Context: an optimization exercise on an open-source flow, tuned for small area, a short achievable clock period and few clock cycles per item. The choices shown serve that exercise and are no tape-out recipe.
Only simulation tests tie the RTL to the original design; equivalence was not proved.
No activity file was given, so power comes from the tool's default toggle rates.

==> module ldpc_dec_top, before the edit <==
module ldpc_dec_top (
  input  logic         clk,
  input  logic         rst,
  input  logic         cyc,
  input  logic         stb,
  input  logic         we,
  input  logic [7:0]   adr,
  input  logic [31:0]  dat_w,
  output logic [31:0]  dat_r,
  output logic         ack
);
  localparam int NW   = 20;
  localparam int ND   = 18;
  localparam int NG   = 2;              
  localparam int GS   = ND / NG;        
  localparam int PIPE = 1;              
  logic [7:0]     w [NW];
  logic           ready, run;
  logic [GS:0]    ring;                 
  logic [GS-1:0]  rph;                  
  logic [GS-1:0]  wph;                  
  logic           wlast;                
  logic           req, wr, lo_ok, is_stat, go;
  logic [NW-1:0]  asel, sel;
  logic [7:0]     gm [NG];
  logic [7:0]     gq [NG];
  logic [7:0]     gf [NG];
  logic [7:0]     rw, rd;
  assign req     = cyc & stb;
  assign ack     = req;
  assign wr      = req & we;
  assign is_stat = adr == 8'h41;
  assign go      = wr & (adr == 8'h40) & dat_w[0];
  assign lo_ok = (adr[7:5] == 3'b000) & ~run;
  always_comb begin
    for (int i = 0; i < NW; i++)
      asel[i] = lo_ok & (adr[4:0] == 5'(i));
  end
  assign rph   = ring[GS-1:0];
  assign wph   = ring[GS:1];
  assign wlast = ring[GS];
  always_comb begin
    for (int i = 0; i < NW; i++)
      sel[i] = asel[i] | ((i < ND) ? rph[i % GS] : 1'b0);
  end
  always_comb begin
    rw = '0;
    for (int g = 0; g < NG; g++) begin
      gm[g] = '0;
      for (int j = 0; j < GS; j++)
        gm[g] = gm[g] | ({8{sel[g*GS+j]}} & w[g*GS+j]);
      rw = rw | gm[g];
    end
    for (int i = ND; i < NW; i++)
      rw = rw | ({8{sel[i]}} & w[i]);
  end
  for (genvar g = 0; g < NG; g++) begin : g_unit
    if (PIPE) begin : g_pipe
      always_ff @(posedge clk) gq[g] <= gm[g];
    end else begin : g_comb
      assign gq[g] = gm[g];
    end
    ldpc_fdec u_f (.x(gq[g]), .y(gf[g]));
  end
  assign rd    = rw & {8{~run}};
  assign dat_r = {{24{rd[7]}}, rd[7:1], rd[0] | (is_stat & (ready | wlast))};
  always_ff @(posedge clk) begin
    for (int i = 0; i < NW; i++) begin
      if (i < ND && run) begin
        if (wph[i % GS])
          w[i] <= gf[i / GS];
      end else if (wr && asel[i]) begin
        w[i] <= dat_w[7:0];
      end
    end
  end
  always_ff @(posedge clk) begin
    if (rst) begin
      run   <= 1'b0;
      ready <= 1'b0;
      ring  <= '0;
    end else if (run) begin
      ring <= ring << 1;
      if (wlast) begin
        run   <= 1'b0;
        ready <= 1'b1;
      end
    end else if (go) begin
      run   <= 1'b1;
      ready <= 1'b0;
      ring  <= (GS+1)'(1);
    end else if (wr && asel != '0) begin
      ready <= 1'b0;
    end
  end
endmodule
Settings: LEC_CHECK=0, ABC_AREA=1, CAP_MARGIN=20, CORE_MARGIN=2, CORE_UTILIZATION=50, CTS_BUF_LIST=sky130_fd_sc_hd__clkbuf_4 sky130_fd_sc_hd__clkbuf_8, SETUP_SLACK_MARGIN=1.5, SLEW_MARGIN=20; clock period 4.0 ns.
run.sh (not shown) runs the stock make flow with config.mk's settings and CLKGATE_MAP_FILE= SYNTH_SCRIPT=/design/flow/synth_recipe.tcl, a recipe that flattens the netlist after the stock synthesis.
Testbench counts at the start, summed over its fixed seeds: cycles 3,008, items 64.
Rerun with:
--- a/flow/design.v
+++ b/flow/design.v
@@ -332,28 +332,36 @@
   logic [7:0]     w [NW];
   logic           ready, run;
   logic [GS:0]    ring;                 
   logic [GS-1:0]  rph;                  
   logic [GS-1:0]  wph;                  
   logic           wlast;                
-  logic           req, wr, lo_ok, is_stat, go;
+  logic           req, wr, in_win, is_stat, go;
   logic [NW-1:0]  asel, sel;
   logic [7:0]     gm [NG];
   logic [7:0]     gq [NG];
   logic [7:0]     gf [NG];
   logic [7:0]     rw, rd;
   assign req     = cyc & stb;
   assign ack     = req;
   assign wr      = req & we;
   assign is_stat = adr == 8'h41;
   assign go      = wr & (adr == 8'h40) & dat_w[0];
-  assign lo_ok = (adr[7:5] == 3'b000) & ~run;
+  logic [3:0] p;   
+  logic [4:0] q;   
+  logic       hi0;
   always_comb begin
+    for (int j = 0; j < 4; j++)
+      p[j] = ~run & (adr[1:0] == 2'(j));
+    for (int k = 0; k < 5; k++)
+      q[k] = adr[4:2] == 3'(k);
     for (int i = 0; i < NW; i++)
-      asel[i] = lo_ok & (adr[4:0] == 5'(i));
+      asel[i] = p[i % 4] & q[i / 4];
   end
+  assign hi0    = adr[7:5] == 3'b000;
+  assign in_win = hi0 & (adr[4:2] <= 3'd4);
   assign rph   = ring[GS-1:0];
   assign wph   = ring[GS:1];
   assign wlast = ring[GS];
   always_comb begin
     for (int i = 0; i < NW; i++)
       sel[i] = asel[i] | ((i < ND) ? rph[i % GS] : 1'b0);
@@ -374,20 +382,20 @@
       always_ff @(posedge clk) gq[g] <= gm[g];
     end else begin : g_comb
       assign gq[g] = gm[g];
     end
     ldpc_fdec u_f (.x(gq[g]), .y(gf[g]));
   end
-  assign rd    = rw & {8{~run}};
-  assign dat_r = {{24{rd[7]}}, rd[7:1], rd[0] | (is_stat & (ready | wlast))};
+  assign rd    = rw;
+  assign dat_r = in_win ? {{24{rd[7]}}, rd} : {31'b0, is_stat & (ready | wlast)};
   always_ff @(posedge clk) begin
     for (int i = 0; i < NW; i++) begin
       if (i < ND && run) begin
         if (wph[i % GS])
           w[i] <= gf[i / GS];
-      end else if (wr && asel[i]) begin
+      end else if (wr && hi0 && asel[i]) begin
         w[i] <= dat_w[7:0];
       end
     end
   end
   always_ff @(posedge clk) begin
     if (rst) begin
@@ -401,11 +409,11 @@
         ready <= 1'b1;
       end
     end else if (go) begin
       run   <= 1'b1;
       ready <= 1'b0;
       ring  <= (GS+1)'(1);
-    end else if (wr && asel != '0) begin
+    end else if (wr && in_win) begin
       ready <= 1'b0;
     end
   end
 endmodule
The changed run went through all stages and came out clean.
Final area rises by 2.2%.
Sequential cell count does not change.
Area after synthesis falls by 2.6%.
Total power rises by 13%.
Wire length falls by 4.4%.
Worst setup slack improves by 0.0032 ns.
First-iteration DRC count falls by 28%.
Via count falls by 1.4%.
Register-to-register slack hardly moves.
Maximum frequency stays flat.
Testbench counts after the change, summed over its fixed seeds: cycles 3,008, items 64.

* * *

== exp/amber ==
ldpc_dec_top, a different RTL version from the one above (not shown whole).
Size: ~200 flip-flops, roughly 11000 µm² of cells after synthesis.
==> module ldpc_dec_top, before the edit <==
module ldpc_dec_top (
  input  logic         clk,
  input  logic         rst,
  input  logic         cyc,
  input  logic         stb,
  input  logic         we,
  input  logic [7:0]   adr,
  input  logic [31:0]  dat_w,
  output logic [31:0]  dat_r,
  output logic         ack
);
  localparam int NW   = 20;
  localparam int ND   = 18;
  localparam int NG   = 2;              
  localparam int GS   = ND / NG;        
  localparam int PIPE = 1;              
  logic [7:0]     w [NW];
  logic           ready, run;
  logic [GS-1:0]  rph;                  
  logic [GS-1:0]  wph;                  
  logic           wlast;                
  logic           req, wr, in_win, is_stat, go;
  logic [NW-1:0]  asel, sel;
  logic [7:0]     gm [NG];
  logic [7:0]     gq [NG];
  logic [7:0]     gf [NG];
  logic [7:0]     rw;
  assign req     = cyc & stb;
  assign ack     = req;
  assign wr      = req & we;
  assign in_win  = adr < 8'(NW);
  assign is_stat = adr == 8'h41;
  assign go      = wr & (adr == 8'h40) & dat_w[0];
  always_comb begin
    for (int i = 0; i < NW; i++) begin
      asel[i] = adr == 8'(i);
      if (i < ND)
        sel[i] = run ? rph[i % GS] : asel[i];
      else
        sel[i] = ~run & asel[i];
    end
  end
  always_comb begin
    rw = '0;
    for (int g = 0; g < NG; g++) begin
      gm[g] = '0;
      for (int j = 0; j < GS; j++)
        gm[g] = gm[g] | ({8{sel[g*GS+j]}} & w[g*GS+j]);
      rw = rw | gm[g];
    end
    for (int i = ND; i < NW; i++)
      rw = rw | ({8{sel[i]}} & w[i]);
  end
  for (genvar g = 0; g < NG; g++) begin : g_unit
    if (PIPE) begin : g_pipe
      always_ff @(posedge clk) gq[g] <= gm[g];
    end else begin : g_comb
      assign gq[g] = gm[g];
    end
    ldpc_fdec u_f (.x(gq[g]), .y(gf[g]));
  end
  always_comb begin
    if (in_win)
      dat_r = {{24{rw[7]}}, rw};
    else if (is_stat)
      dat_r = {31'b0, ready | wlast};
    else
      dat_r = '0;
  end
  always_ff @(posedge clk) begin
    for (int i = 0; i < NW; i++) begin
      if (i < ND && run) begin
        if (wph[i % GS])
          w[i] <= gf[i / GS];
      end else if (wr && asel[i]) begin
        w[i] <= dat_w[7:0];
      end
    end
  end
  assign wlast = wph[GS-1];
  always_ff @(posedge clk) begin
    if (rst) begin
      run   <= 1'b0;
      ready <= 1'b0;
      rph   <= '0;
      wph   <= '0;
    end else if (run) begin
      rph <= rph << 1;
      if (PIPE) wph <= rph;
      else      wph <= wph << 1;
      if (wlast) begin
        run   <= 1'b0;
        ready <= 1'b1;
        wph   <= '0;
      end
    end else if (go) begin
      run   <= 1'b1;
      ready <= 1'b0;
      rph   <= GS'(1);
      wph   <= PIPE ? '0 : GS'(1);
    end else if (wr && in_win) begin
      ready <= 1'b0;
    end
  end
endmodule
Settings: LEC_CHECK=0, ABC_AREA=1, CAP_MARGIN=20, CORE_MARGIN=2, CORE_UTILIZATION=40, SLEW_MARGIN=20; clock period 4.0 ns.
Every stage of the flow completed for exp/amber, and the final layout passed the timing, design-rule and antenna checks.
Testbench counts of exp/amber, summed over its fixed seeds: cycles 3,008, items 64.
Input-level comparison between exp/yarrow and exp/amber:
--- a/flow/design.v
+++ b/flow/design.v
@@ -323,97 +323,89 @@
   input  logic [31:0]  dat_w,
   output logic [31:0]  dat_r,
   output logic         ack
 );
-  localparam int NW   = 20;
-  localparam int ND   = 18;
-  localparam int NG   = 2;              
-  localparam int GS   = ND / NG;        
-  localparam int PIPE = 1;              
+  localparam int NW  = 20;
+  localparam int ND  = 18;
+  localparam int NG  = 2;              
+  localparam int GS  = ND / NG;        
+  localparam int CW  = $clog2(GS);
   logic [7:0]     w [NW];
   logic           ready, run;
-  logic [GS-1:0]  rph;                  
-  logic [GS-1:0]  wph;                  
-  logic           wlast;                
+  logic [CW-1:0]  cnt;
+  logic           last;
   logic           req, wr, in_win, is_stat, go;
   logic [NW-1:0]  asel, sel;
   logic [7:0]     gm [NG];
-  logic [7:0]     gq [NG];
   logic [7:0]     gf [NG];
+  logic [7:0]     cm;
   logic [7:0]     rw;
   assign req     = cyc & stb;
   assign ack     = req;
   assign wr      = req & we;
   assign in_win  = adr < 8'(NW);
   assign is_stat = adr == 8'h41;
   assign go      = wr & (adr == 8'h40) & dat_w[0];
+  assign last    = cnt == CW'(GS - 1);
   always_comb begin
     for (int i = 0; i < NW; i++) begin
       asel[i] = adr == 8'(i);
       if (i < ND)
-        sel[i] = run ? rph[i % GS] : asel[i];
+        sel[i] = run ? (cnt == CW'(i % GS)) : asel[i];
       else
         sel[i] = ~run & asel[i];
     end
   end
   always_comb begin
-    rw = '0;
     for (int g = 0; g < NG; g++) begin
       gm[g] = '0;
       for (int j = 0; j < GS; j++)
         gm[g] = gm[g] | ({8{sel[g*GS+j]}} & w[g*GS+j]);
-      rw = rw | gm[g];
     end
+    cm = '0;
     for (int i = ND; i < NW; i++)
-      rw = rw | ({8{sel[i]}} & w[i]);
+      cm = cm | ({8{sel[i]}} & w[i]);
+    rw = cm;
+    for (int g = 0; g < NG; g++)
+      rw = rw | gm[g];
   end
   for (genvar g = 0; g < NG; g++) begin : g_unit
-    if (PIPE) begin : g_pipe
-      always_ff @(posedge clk) gq[g] <= gm[g];
-    end else begin : g_comb
-      assign gq[g] = gm[g];
-    end
-    ldpc_fdec u_f (.x(gq[g]), .y(gf[g]));
+    ldpc_fdec u_f (.x(gm[g]), .y(gf[g]));
   end
   always_comb begin
     if (in_win)
       dat_r = {{24{rw[7]}}, rw};
     else if (is_stat)
-      dat_r = {31'b0, ready | wlast};
+      dat_r = {31'b0, ready | (run & last)};
     else
       dat_r = '0;
   end
   always_ff @(posedge clk) begin
     for (int i = 0; i < NW; i++) begin
       if (i < ND && run) begin
-        if (wph[i % GS])
+        if (cnt == CW'(i % GS))
           w[i] <= gf[i / GS];
       end else if (wr && asel[i]) begin
         w[i] <= dat_w[7:0];
       end
     end
   end
-  assign wlast = wph[GS-1];
   always_ff @(posedge clk) begin
     if (rst) begin
       run   <= 1'b0;
       ready <= 1'b0;
-      rph   <= '0;
-      wph   <= '0;
+      cnt   <= '0;
     end else if (run) begin
-      rph <= rph << 1;
-      if (PIPE) wph <= rph;
-      else      wph <= wph << 1;
-      if (wlast) begin
+      cnt <= cnt + 1'b1;
+      if (last) begin
         run   <= 1'b0;
         ready <= 1'b1;
-        wph   <= '0;
+        cnt   <= '0;
       end
     end else if (go) begin
       run   <= 1'b1;
       ready <= 1'b0;
-      rph   <= GS'(1);
-      wph   <= PIPE ? '0 : GS'(1);
+      cnt   <= '0;
     end else if (wr && in_win) begin
       ready <= 1'b0;
     end
   end
Results
- Relative to exp/amber, the via density per instance measured on exp/yarrow has decreased by a few percent.
- Between exp/yarrow and exp/amber, the share of total power in combinational logic is higher for exp/yarrow.
- exp/yarrow gives more final standard cell area without fillers than exp/amber did.
- exp/yarrow against exp/amber: maximum cell stage delay along the critical path shrank by 0.24 ns, post-layout total power saw a decrease, static power due to leakage moved up, worst IR drop on VDD rose by about 12%, detail-routed net length per standard cell went down 2.6%.
- On final worst-path setup slack: exp/yarrow sits above exp/amber.
- [compare] base=exp/amber new=exp/yarrow: post-synthesis cell count has decreased, floorplan die area shows a reduction of 4.4%, clock power share grew by 2.3 points.
Testbench counts of exp/yarrow, summed over its fixed seeds: cycles 2,944, items 64.

[re-timing with driven ports]
No port has a modelled driver above. Below, the same layouts with a new extraction and two added sets of constraints. Step 1: set_driving_cell puts a clkbuf_16 on clk and a buf_2 on each other input, an assumption about the parent block. Step 2, shift: input delay + t, output delay - t, t = (earliest + latest rising clock arrival at the registers) / 2. This alone moves slack from input paths to output paths. Three values: ideal ports, drivers, drivers and shift; two values: the first two.
run	t (ns)	slack for setup (ns)	worst setup path after step 2	worst register clock-pin slew, ns	worst slew at a driven data input, ns
the first run of note 1	0.501	0.634 / 0.575 / 0.575	input to output	0.11 / 0.11	0.07
the second run of note 1	0.487	0.637 / 0.601 / 0.601	input to output	0.10 / 0.10	0.04
exp/amber	0.475	0.080 / 0.057 / 0.057	input to output	0.08 / 0.08	0.07
exp/yarrow	0.472	0.113 / 0.085 / -0.285	input to register	0.07 / 0.07	0.04
With both steps, setup timing fails in exp/yarrow, where it was met with ideal ports. The setup slack of exp/yarrow, which loses most, moves by -0.028 ns with the drivers and by -0.398 ns with both steps.
